Background: an optimization exercise with open tools, aiming at small area and a short achievable clock period. Do not read the settings as production practice. Function was checked by simulation only, so behaviour that the tests miss may differ from the original. Power figures rest on the tool's default switching activity, not on a simulated workload.

### design/flow/config.mk
export PLATFORM = sky130hd
export DESIGN_NAME = regfile_mp
export DESIGN_NICKNAME = regfile_mp
export VERILOG_FILES = /design/flow/design.v
export SDC_FILE = /design/flow/constraint.sdc
export NUM_CORES = 4
export LEC_CHECK = 0
export CAP_MARGIN = 20
export CORE_MARGIN = 2
export CORE_UTILIZATION = 40
export GPL_TIMING_DRIVEN = 1
export PLACE_DENSITY = 0.5
export SETUP_SLACK_MARGIN = 2.2
export SLEW_MARGIN = 20
export SYNTH_HIERARCHICAL = 1
export SYNTH_MINIMUM_KEEP_SIZE = 0
### design/flow/constraint.sdc
create_clock -name core_clock -period 5.5 [get_ports {clk}]
set_input_delay 1.1000 -clock core_clock [delete_from_list [all_inputs] [get_ports {clk}]]
set_output_delay 1.1000 -clock core_clock [all_outputs]
set_load 0.01 [all_outputs]
### design/flow/design.v
module regfile_mp_wsel #(
  parameter int W = 32
) (
  input  logic         s0,
  input  logic         s1,
  input  logic         h,
  input  logic [W-1:0] wd0,
  input  logic [W-1:0] wd1,
  input  logic [W-1:0] q,
  output logic [W-1:0] d
);
  assign d = ({W{s0}} & wd0) | ({W{s1}} & wd1) | ({W{h}} & q);
endmodule
module regfile_mp_aoi222 (
  input  logic a1, a2, b1, b2, c1, c2,
  output logic y
);
  assign y = ~((a1 & a2) | (b1 & b2) | (c1 & c2));
endmodule
module regfile_mp_grp #(
  parameter int N = 4
) (
  input  logic [N-1:0] y,
  input  logic         hit,
  output logic         p
);
  assign p = (&y) | hit;
endmodule
module regfile_mp_rsel #(
  parameter int N = 31
) (
  input  logic [N-1:0] sel,
  input  logic [N-1:0] din,
  input  logic         hit,
  input  logic         hit0,
  input  logic         hit1,
  input  logic         wd0,
  input  logic         wd1,
  output logic         dout
);
  logic [10:0] y;
  logic pa, pb, pc, bn;
  for (genvar g = 0; g < 10; g++) begin : g_aoi
    regfile_mp_aoi222 u_aoi (
      .a1(sel[3*g]), .a2(din[3*g]), .b1(sel[3*g+1]), .b2(din[3*g+1]),
      .c1(sel[3*g+2]), .c2(din[3*g+2]), .y(y[g])
    );
  end
  assign y[10] = ~(sel[30] & din[30]);
  regfile_mp_grp #(.N(4)) u_ga (.y(y[3:0]), .hit(hit), .p(pa));
  regfile_mp_grp #(.N(4)) u_gb (.y(y[7:4]), .hit(hit), .p(pb));
  regfile_mp_grp #(.N(3)) u_gc (.y(y[10:8]), .hit(hit), .p(pc));
  assign bn = ~((hit0 & wd0) | (hit1 & wd1));
  assign dout = ~(pa & pb & pc & bn);
endmodule
module regfile_mp_hit #(
  parameter int AW = 5
) (
  input  logic [AW-1:0] a,
  input  logic [AW-1:0] b,
  input  logic          en,
  output logic          hit
);
  assign hit = en & ~|(a ^ b);
endmodule
module regfile_mp #(
  parameter int XLEN = 32,
  parameter int NREGS = 32,
  parameter int NRD = 2,
  parameter int NWR = 2,
  localparam int AW = $clog2(NREGS)
) (
  input  logic                 clk,
  input  logic                 reset,
  input  logic                 halt,
  output logic                 ready,
  input  logic [NWR-1:0]       wr_en,
  input  logic [NWR*AW-1:0]    wr_addr,
  input  logic [NWR*XLEN-1:0]  wr_data,
  input  logic [NRD*AW-1:0]    rd_addr,
  output logic [NRD*XLEN-1:0]  rd_data
);
  logic [4:0] lfsr_q;
  logic ready_q;
  localparam logic [4:0] LFSR_LAST = 5'b10000;
  always_ff @(posedge clk) begin
    if (reset) begin
      lfsr_q <= 5'b00001;
      ready_q <= 1'b0;
    end else begin
      lfsr_q <= {lfsr_q[3:0], lfsr_q[4] ^ lfsr_q[2]};
      ready_q <= ready_q | (lfsr_q == LFSR_LAST);
    end
  end
  assign ready = ready_q;
  logic [AW-1:0] wa [NWR];
  logic [XLEN-1:0] wd [NWR];
  for (genvar i = 0; i < NWR; i++) begin : g_wr
    assign wa[i] = wr_addr[i*AW +: AW];
    assign wd[i] = wr_data[i*XLEN +: XLEN];
  end
  logic wen, conflict;
  logic [NWR-1:0] we;
  assign wen = ready_q & ~halt;
  assign we[0] = wr_en[0] & wen & (wa[0] != '0);
  assign conflict = wr_en[0] & (wa[0] == wa[1]);
  assign we[1] = wr_en[1] & wen & (wa[1] != '0) & ~conflict;
  logic [XLEN-1:0] mem_q [1:NREGS-1];
  for (genvar r = 1; r < NREGS; r++) begin : g_reg
    logic s0, s1, h;
    logic [XLEN-1:0] d;
    assign s0 = we[0] & (wa[0] == AW'(r)) & ~reset;
    assign s1 = we[1] & (wa[1] == AW'(r)) & ~reset;
    assign h = ~reset & ~s0 & ~s1;
    regfile_mp_wsel #(.W(XLEN)) u_wsel (
      .s0(s0), .s1(s1), .h(h), .wd0(wd[0]), .wd1(wd[1]), .q(mem_q[r]), .d(d)
    );
    always_ff @(posedge clk) mem_q[r] <= d;
  end
  for (genvar j = 0; j < NRD; j++) begin : g_rd
    logic [AW-1:0] ra;
    logic hit0, hit1, hit;
    logic [NREGS-2:0] sel;
    assign ra = rd_addr[j*AW +: AW];
    logic m0, m1;
    regfile_mp_hit #(.AW(AW)) u_hit0 (.a(wa[0]), .b(ra), .en(we[0]), .hit(hit0));
    regfile_mp_hit #(.AW(AW)) u_hit1 (.a(wa[1]), .b(ra), .en(we[1]), .hit(hit1));
    regfile_mp_hit #(.AW(AW)) u_m0 (.a(wa[0]), .b(ra), .en(wr_en[0] & ~halt), .hit(m0));
    regfile_mp_hit #(.AW(AW)) u_m1 (.a(wa[1]), .b(ra), .en(wr_en[1] & ~halt), .hit(m1));
    assign hit = m0 | m1;
    for (genvar r = 1; r < NREGS; r++) begin : g_sel
      assign sel[r-1] = (ra == AW'(r));
    end
    for (genvar b = 0; b < XLEN; b++) begin : g_bit
      logic [NREGS-2:0] din;
      for (genvar r = 1; r < NREGS; r++) begin : g_din
        assign din[r-1] = mem_q[r][b];
      end
      regfile_mp_rsel #(.N(NREGS - 1)) u_rsel (
        .sel(sel), .din(din), .hit(hit), .hit0(hit0), .hit1(hit1),
        .wd0(wd[0][b]), .wd1(wd[1][b]), .dout(rd_data[j*XLEN + b])
      );
    end
  end
endmodule
### design/flow/flow/run.sh
#!/bin/bash
# Standard ORFS layout (the standard.sh) with these changes:
#  - the port buffers are plain buffers (sky130 buf family, which the resizer can size)
#    instead of the default delay-buffer cells;
#  - global routing derates met1/met2 more (flow/fastroute.tcl), so the detailed router has
#    room for pin access.
set -euo pipefail
export BUFFER_PORTS_ARGS="-buffer_cell sky130_fd_sc_hd__buf_2"
export FASTROUTE_TCL="$PWD/flow/fastroute.tcl"
bash standard.sh finish > standard_flow.log 2>&1
### design/flow/flow/fastroute.tcl
# Global routing layers: met1 (cell pins and rails) and met2 are derated more so that long
# wires move up to met3/met4.
set_global_routing_layer_adjustment met1 0.45
set_global_routing_layer_adjustment met2 0.3
set_global_routing_layer_adjustment met3-$::env(MAX_ROUTING_LAYER) 0.2

set_routing_layers -clock $::env(MIN_CLK_ROUTING_LAYER)-$::env(MAX_ROUTING_LAYER)
set_routing_layers -signal $::env(MIN_ROUTING_LAYER)-$::env(MAX_ROUTING_LAYER)
### design/flow/standard.sh
#!/bin/bash
# synth_recipe.tcl (not shown) runs the flow's synth.tcl, then flattens the netlist and writes it again
# the make line also repeats each setting of config.mk as NAME=value (left out here)
make -C /OpenROAD-flow-scripts/flow DESIGN_CONFIG=/design/flow/config.mk WORK_HOME=/design/flow/orfs CLKGATE_MAP_FILE= SYNTH_SCRIPT=/design/flow/synth_recipe.tcl "${@:-finish}"
==> results of run 1 <==
-- per-module statistics from Yosys (local to each module, per instance), a selection --
module             copies in the design  cell area (um^2)  cells inside
regfile_mp                            1             21800          1342
regfile_mp_aoi222                   640              10.0             1
-- placed cells by master, fill, tap and decap left out, drive strengths merged, types with 25 or more instances in the layout --
master and count:
a222oi 1632, dfxtp 998, inv 997, buf 600, clkbuf 173, a41o 128
nor2 106, nand2 86, nand4 65, a31o 64, a22oi 64, nor3 54
xor2 36, clkinv 25
-- cell type report --
type	instances	area share [%]
sequential	998	33.4
tap	1536	3.21
timing repair buffer	607	10.7
clock buffer	166	5.55
antenna	18	0.0753
multi-input combinational	2384	40.0
inverter	993	6.23
clock inverter	42	0.845
-- final timing paths --
path                   start            to
hold / removal     lfsr_q[3]     lfsr_q[4]
setup / recovery  rd_addr[7]   rd_data[36]
hold reg to reg    lfsr_q[3]     lfsr_q[4]
setup reg to reg     ready_q  mem_q[3][16]
-- worst register-to-register path: cells and delay by family (launching register included) --
family	cells	cell delay, ns
buf+inv	2	0.38
simple gates	4	1.80
compound gates	1	0.35
flops	1	0.54
-- metrics by stage --
| stage | std cells | hold WS, ns | instance area [um^2] | setup WS, ns | power (mW) |
|---|---|---|---|---|---|
| global route | 6736 | 0.479 | 59800 | 0.926 | 16.8 |
| floorplan | 4685 | 0.436 | 48000 | 1.65 | 7.69 |
| global placement | 6274 | 0.447 | 51300 | 0.441 | 8.35 |
| finish | 6744 | 0.471 | 59800 | 0.900 | 16.5 |
| detailed placement | 6274 | 0.461 | 51300 | 0.468 | 8.35 |
| CTS | 6655 | 0.472 | 58400 | 1.09 | 16.3 |
-- state kept, by name (all words and copies together), names as in the netlist --
name and flops:
lfsr_q 5, ready_q 1, mem_q 992
-- routing by layer --
layer  wire length (um)  share of wire, %
met5                701              0.24
met4              28400               9.7
met3              56000                19
met2             115000                39
met1              92900                32
-- power by group through the flow --
stage                     sequential (mW)  clock, mW  combinational [mW]
after CTS                            7.23       7.97                1.11
after global placement               7.39          0               0.958
final                                7.23       7.96                1.27
after global routing                 7.23       8.30                1.26
after floorplan                      7.39          0               0.293
after detailed placement             7.39          0               0.957
-- logic make-up (layout without fill, tap and decap cells) --
kind of cell | after synthesis | after routing | synth area share (%)
other | 0 | 18 | 0
xor gates and xnor gates | 46 | 46 | 0.852
and+or+nand+nor | 385 | 396 | 4.05
AOI/OAI and AO/OA | 1942 | 1942 | 40.3
buffers and inverters | 1314 | 1808 | 12.5
DFF | 998 | 998 | 42.3
-- timing repair --
action | CTS | global route
setup buffers | 150 | 62
setup endpoints to repair | 357 | 357
pin swaps | 111 | 112
gates resized for setup | 222 | 116
cloned | 23 | 9
==> reports/metrics.cfg, run 1 <==
[sta]
fin_setup_tns_ns=0
fin_skew_ns=0.0216
rsz0062_at_grt=true
setup_violations=0
relSlewSlack_pct=17.2
tightest_slew_ns=1.24
finalMaxSlewViolations=0
fmax_ghz=0.217
finalHoldViolCount=0
fin_crit_sh_pct=83.6
period_needed_ns=4.60

[global_route]
use_met1_pct=66.0
top_usage_layer=met2
grt_max_degree=34
grt_pass1_vias=53400
grt_use_total_pct=54.1
grt_use_met3_pct=37.2
grt-ovfl-total=0
grt_pass1_wl_um=401000
grt_util_met2_pct=71.8
antenna_found_initial=33

[clocking]
h-tree-depth=3
clock_latency_ns=0.75
clk_pin_slew_ns=0.07
cts-root-buf=clkbuf_16
clk_path_buf_depth=3
cts_sinks=998
cts_made_buffers=114
hold_buffers=0
cts_tree=done

[die]
io_pins=154
core_area_um2=118000
dieWidth_um=348
fp-row-count=126
start_util_pct=40.2
die_h_um=348
die_area_um2=121000

[power_and_ir_drop]
power_leakage_nw=27.4
swShare_pct=26.3
vdd_drop_max_mv=0.268
p_seq_share_pct=43.9
combinationalPowerShare_pct=7.7
p_switching_mw=4.33
pwr_density_cell_nw_per_um2=275
p_int_mw=12.1
p_clk_share_pct=48.3

[critical_path]
crit_required_ns=4.40
cpLargestDelayFamily=compound AO/OA/AOI/OAI gates
rr_worst_depth=7
path_buf_inv=5
crit_chain=buf_12, nand2b_4, buf_4, buf_12, nor2_4, buf_12, a222oi_1, a41o_2, nand4_1, buf_2
path_depth=10
end_kind=primary output
startpoint_type=input port
crit_slowest_cell=a222oi_1
critPathKind=input port to primary output
cp_common_cell=buf_12
ff2ff_setup_slack_ns=2.36
crit_arrival_ns=3.50
worstPathMaxFanout=16
slowest_delay_ns=0.70

[synthesis]
yosysSeqAreaShare_pct=42.3
synth_top_area_share_pct=42.3
synth_edf_count=0
syn-cell-area_um2=47300
synth_cells=4685
synth_nets=4774
synth_top_area_cell=dfxtp_1
netlist_top_cells_area=dfxtp_1 42%, a222oi_1 35%, inv_1 7.9%, a41o_1 2.7%, buf_6 2.3%
synth-seq-cells=998
yosysMostFrequentCell=a222oi_1
ys_types=45
synthFlopType=dfxtp_1
synth_common_cells=1632 x a222oi_1, 998 x dfxtp_1, 993 x inv_1, 195 x buf_2, 128 x a41o_1
async_reset_ff_share_pct=0
avgSynthCellArea_um2=10.1
yosysWarnings=13

[final_layout]
drive_gt1_share_pct=21.4
multi_input_area_um2=23900
area_growth_syn_to_layout_pct=26.5
fill_cells=10700
final-seq-area_um2=20000
fin_nets=5187
fin_util_pct=50.9

[route]
antenna_left=0
wl_um=293000
vias=54300
drtIter0Drc=13400
drc=0
post_drt_wl_per_cell_um=43.5
viasPerCell=8.05
drt_pass1_iterations=17

[status]
status=no timing/DRC/antenna violations

[min_path]
whs_path_depth=1
hp-class=flop to flop

[placement]
place.gp.congestion=0.975
port_buffers=153
hpwlAfterDp_um=161000

[flow_run]
maxCapViolCount=0

==> run 2, diff against run 1 <==
--- a/design/flow/config.mk
+++ b/design/flow/config.mk
@@ -7,9 +7,9 @@
 export LEC_CHECK = 0
 export CAP_MARGIN = 20
 export CORE_MARGIN = 2
-export CORE_UTILIZATION = 40
+export CORE_UTILIZATION = 36
 export GPL_TIMING_DRIVEN = 1
-export PLACE_DENSITY = 0.5
+export PLACE_DENSITY = 0.45
 export SETUP_SLACK_MARGIN = 2.2
 export SLEW_MARGIN = 20
 export SYNTH_HIERARCHICAL = 1
==> reports/metrics.cfg, run 2 <==
[status]
status=no timing/DRC/antenna violations

[synthesis]
synth-seq-cells=998  ; unchanged
yosysWarnings=13  ; unchanged
syn-cell-area_um2=47300  ; unchanged
synth_common_cells=1632 x a222oi_1, 998 x dfxtp_1, 993 x inv_1, 195 x buf_2, 128 x a41o_1
ys_types=45  ; unchanged
synth_top_area_share_pct=42.3  ; unchanged
yosysSeqAreaShare_pct=42.3  ; unchanged
avgSynthCellArea_um2=10.1  ; unchanged
synth_top_area_cell=dfxtp_1
synth_edf_count=0  ; unchanged
synthFlopType=dfxtp_1
yosysMostFrequentCell=a222oi_1
synth_nets=4774  ; unchanged
netlist_top_cells_area=dfxtp_1 42%, a222oi_1 35%, inv_1 7.9%, a41o_1 2.7%, buf_6 2.3%
async_reset_ff_share_pct=0  ; unchanged
synth_cells=4685  ; unchanged

[critical_path]
end_kind=primary output
crit_slowest_cell=or3_4
slowest_delay_ns=0.42  ; -0.28 ns
crit_required_ns=4.40  ; about the same
crit_chain=buf_12, or3_4, buf_4, nor2_4, buf_12, a222oi_1, a41o_4, nand4_1, buf_2
cp_common_cell=buf_12
ff2ff_setup_slack_ns=2.18  ; -0.18 ns
worstPathMaxFanout=20  ; +4
crit_arrival_ns=3.42  ; -0.08 ns
rr_worst_depth=8  ; +1
critPathKind=input port to primary output
startpoint_type=input port

[route]
drt_pass1_iterations=15  ; -2
drtIter0Drc=13300  ; -0.83%
wl_um=320000  ; +9.2%
antenna_left=0  ; unchanged
drc=0  ; unchanged
post_drt_wl_per_cell_um=45.6  ; +4.9%
vias=55000  ; +1.5%
viasPerCell=7.84  ; -2.5%

[final_layout]
largest_reg_flops=992  ; unchanged
reg_top3=mem_q (992), lfsr_q (5), ready_q (1)
final_cell_mix=1632 x a222oi_1, 998 x dfxtp_1, 993 x inv_1
fin_util_pct=47.4  ; -3.5 points
final_common_cell=a222oi_1
stdcell_area_um2=61600  ; +3.0%
drive_gt1_share_pct=22.4  ; +0.99 points
fin_nets=5265  ; +1.5%
area_growth_syn_to_layout_pct=30.3
largest_register=mem_q

[clocking]
cts_made_buffers=115  ; +0.88%
cts-root-buf=clkbuf_16
hold_buffers=0  ; unchanged
h-tree-depth=3  ; unchanged
clk_pin_slew_ns=0.06  ; about the same
cts_sinks=998  ; unchanged
clk_path_buf_depth=3  ; unchanged
cts_tree=done
clock_latency_ns=0.78  ; +0.03 ns

[min_path]
whs_path_depth=1  ; unchanged
hp-class=flop to flop

[placement]
place_area_um2=52100  ; +1.6%
port_buffers=153  ; unchanged
post-place-ws_ns=0.202  ; -0.267 ns
place.gp.congestion=1.05  ; +7.3%
hpwlAfterDp_um=179000  ; +11%

[die]
die_area_um2=134000  ; +11%
core_area_um2=130000  ; +11%
io_pins=154  ; unchanged
dieWidth_um=366  ; +5.3%
die_h_um=366  ; +5.3%
fp-row-count=132  ; +4.8%
start_util_pct=36.4  ; -3.8 points

[sta]
setup_violations=0  ; unchanged
holdWs_ns=0.463  ; -0.00838 ns
rsz0062_at_grt=true
period_needed_ns=4.52  ; -0.0797 ns
finalMaxSlewViolations=0  ; unchanged
fin_skew_ns=0.0251  ; +0.00350 ns
tightest_slew_ns=1.18  ; -0.0615 ns
fin_crit_sh_pct=82.2  ; -1.4 points
relSlewSlack_pct=20.9  ; +3.7 points
fmax_ghz=0.221  ; +1.8%
finalHoldViolCount=0  ; unchanged
fin_setup_tns_ns=0  ; unchanged
layout_setup_ws_ns=0.980  ; +0.0797 ns

[global_route]
grt-ovfl-total=0  ; unchanged
grt_pass1_vias=54000  ; +1.2%
grt_pass1_wl_um=423000  ; +5.4%
antenna_found_initial=26  ; -21%
grt_use_total_pct=52.1  ; -2.0 points
grt_max_degree=39  ; +15%

[power_and_ir_drop]
pwr_density_cell_nw_per_um2=266  ; -3.4%
vdd_drop_max_mv=0.247  ; -7.8%
power_leakage_nw=28.1  ; +2.5%

[flow_run]
maxCapViolCount=0  ; unchanged

-- run 2: cell counts after synthesis --
Identical to the previous run, type by type.
-- run 2: worst paths after layout --
kind         startpoint           to
max          rd_addr[4]   rd_data[1]
min reg2reg   lfsr_q[3]    lfsr_q[4]
min           lfsr_q[3]    lfsr_q[4]
max reg2reg     ready_q  mem_q[9][6]
-- run 2: repair_timing --
item / CTS / global route
setup buffers: 144 / 94
gates resized for setup: 332 / 103
pin swaps: 141 / 80
endpoints found under the setup margin: 243 / 137
gates cloned: 25 / 15
-- run 2: logic make-up (layout without fill, tap and decap cells) --
group / count (synthesis) / count (layout) / synth area share [%]
xor+xnor: 46 / 46 / 0.852
simple gates: 385 / 388 / 4.05
buf+inv: 1314 / 1890 / 12.5
other cells: 0 / 13 / 0
flops: 998 / 998 / 42.3
compound gates: 1942 / 1942 / 40.3
-- run 2: final cells by class --
class	instances	area, um^2
clock buffers	189	3540
well taps	1742	2180
repair buffers	692	7970
multi-input cells	2376	24000
fillers	12200	68400
diodes	13	32.5
flip-flops and latches	998	20000
clock inverters	16	175
inverters	993	3730
-- run 2: critical path, delay by kind of cell --
family	cells	cell delay, ns
AND/OR/NAND/NOR	3	1.09
AO/OA/AOI/OAI	2	0.46
buffers and inverters	4	0.75
-- run 2: per-module statistics from Yosys (local to each module, per instance), a selection --
module | area (um^2) | copies in the design
regfile_mp | 21800 | 1
regfile_mp_aoi222 | 10.0 | 640
-- run 2: metal layers --
| layer | up-vias | track usage (%) | routed length (um) |
|---|---|---|---|
| met3 | 1542 | 38.8 | 66500 |
| met1 | 26300 | 65.8 | 105000 |
| li1 | 21500 | - | - |
| met5 | - | 6.20 | 1750 |
| met2 | 5616 | 65.8 | 119000 |
| met4 | 47 | 34.5 | 28400 |
-- run 2: report_power, final --
group	leakage [nW]	internal, mW	switching, mW	total (mW)
combinational	18.3	0.317	1.04	1.36
sequential	8.03	7.23	0.00203	7.23
clock	1.83	4.44	3.36	7.80
total	28.1	12.0	4.40	16.4
-- run 2: through the flow --
| stage | total power, mW | cells |
|---|---|---|
| floorplan | 7.69 | 4685 |
| detailed placement | 8.42 | 6522 |
| global placement | 8.43 | 6521 |
| CTS | 16.3 | 6896 |
| finish | 16.4 | 7019 |
| global route | 16.7 | 7017 |

==> afterwards: timing with drivers on the ports <==
No port has a modelled driver above. Below, the same layouts with a new extraction and two added sets of constraints.
Step 1: set_driving_cell puts a clkbuf_16 on clk and a buf_2 on each other input, an assumption about the parent block.
Step 2 times the ports against the registers' clock, not the clock port: input delays grow and output delays shrink by t, the midpoint of the rising clock arrivals with the driver on.
Slacks: no drivers / after step 1 / after step 2; pairs: no drivers / after step 1.
| run | shift t [ns] | setup slack, ns | clock arrival spread, ns | cell pins on the clock port's net |
|---|---|---|---|---|
| run 1 | 0.806 | 0.900 / 0.767 / 0.767 | 0.035 / 0.036 | 1 |
| run 2 | 0.843 | 0.980 / 0.853 / 0.853 | 0.039 / 0.039 | 1 |
After both steps setup and hold are still met in every run listed. The setup slack of run 1, which loses most, moves by -0.133 ns with the drivers and by -0.133 ns with both steps.
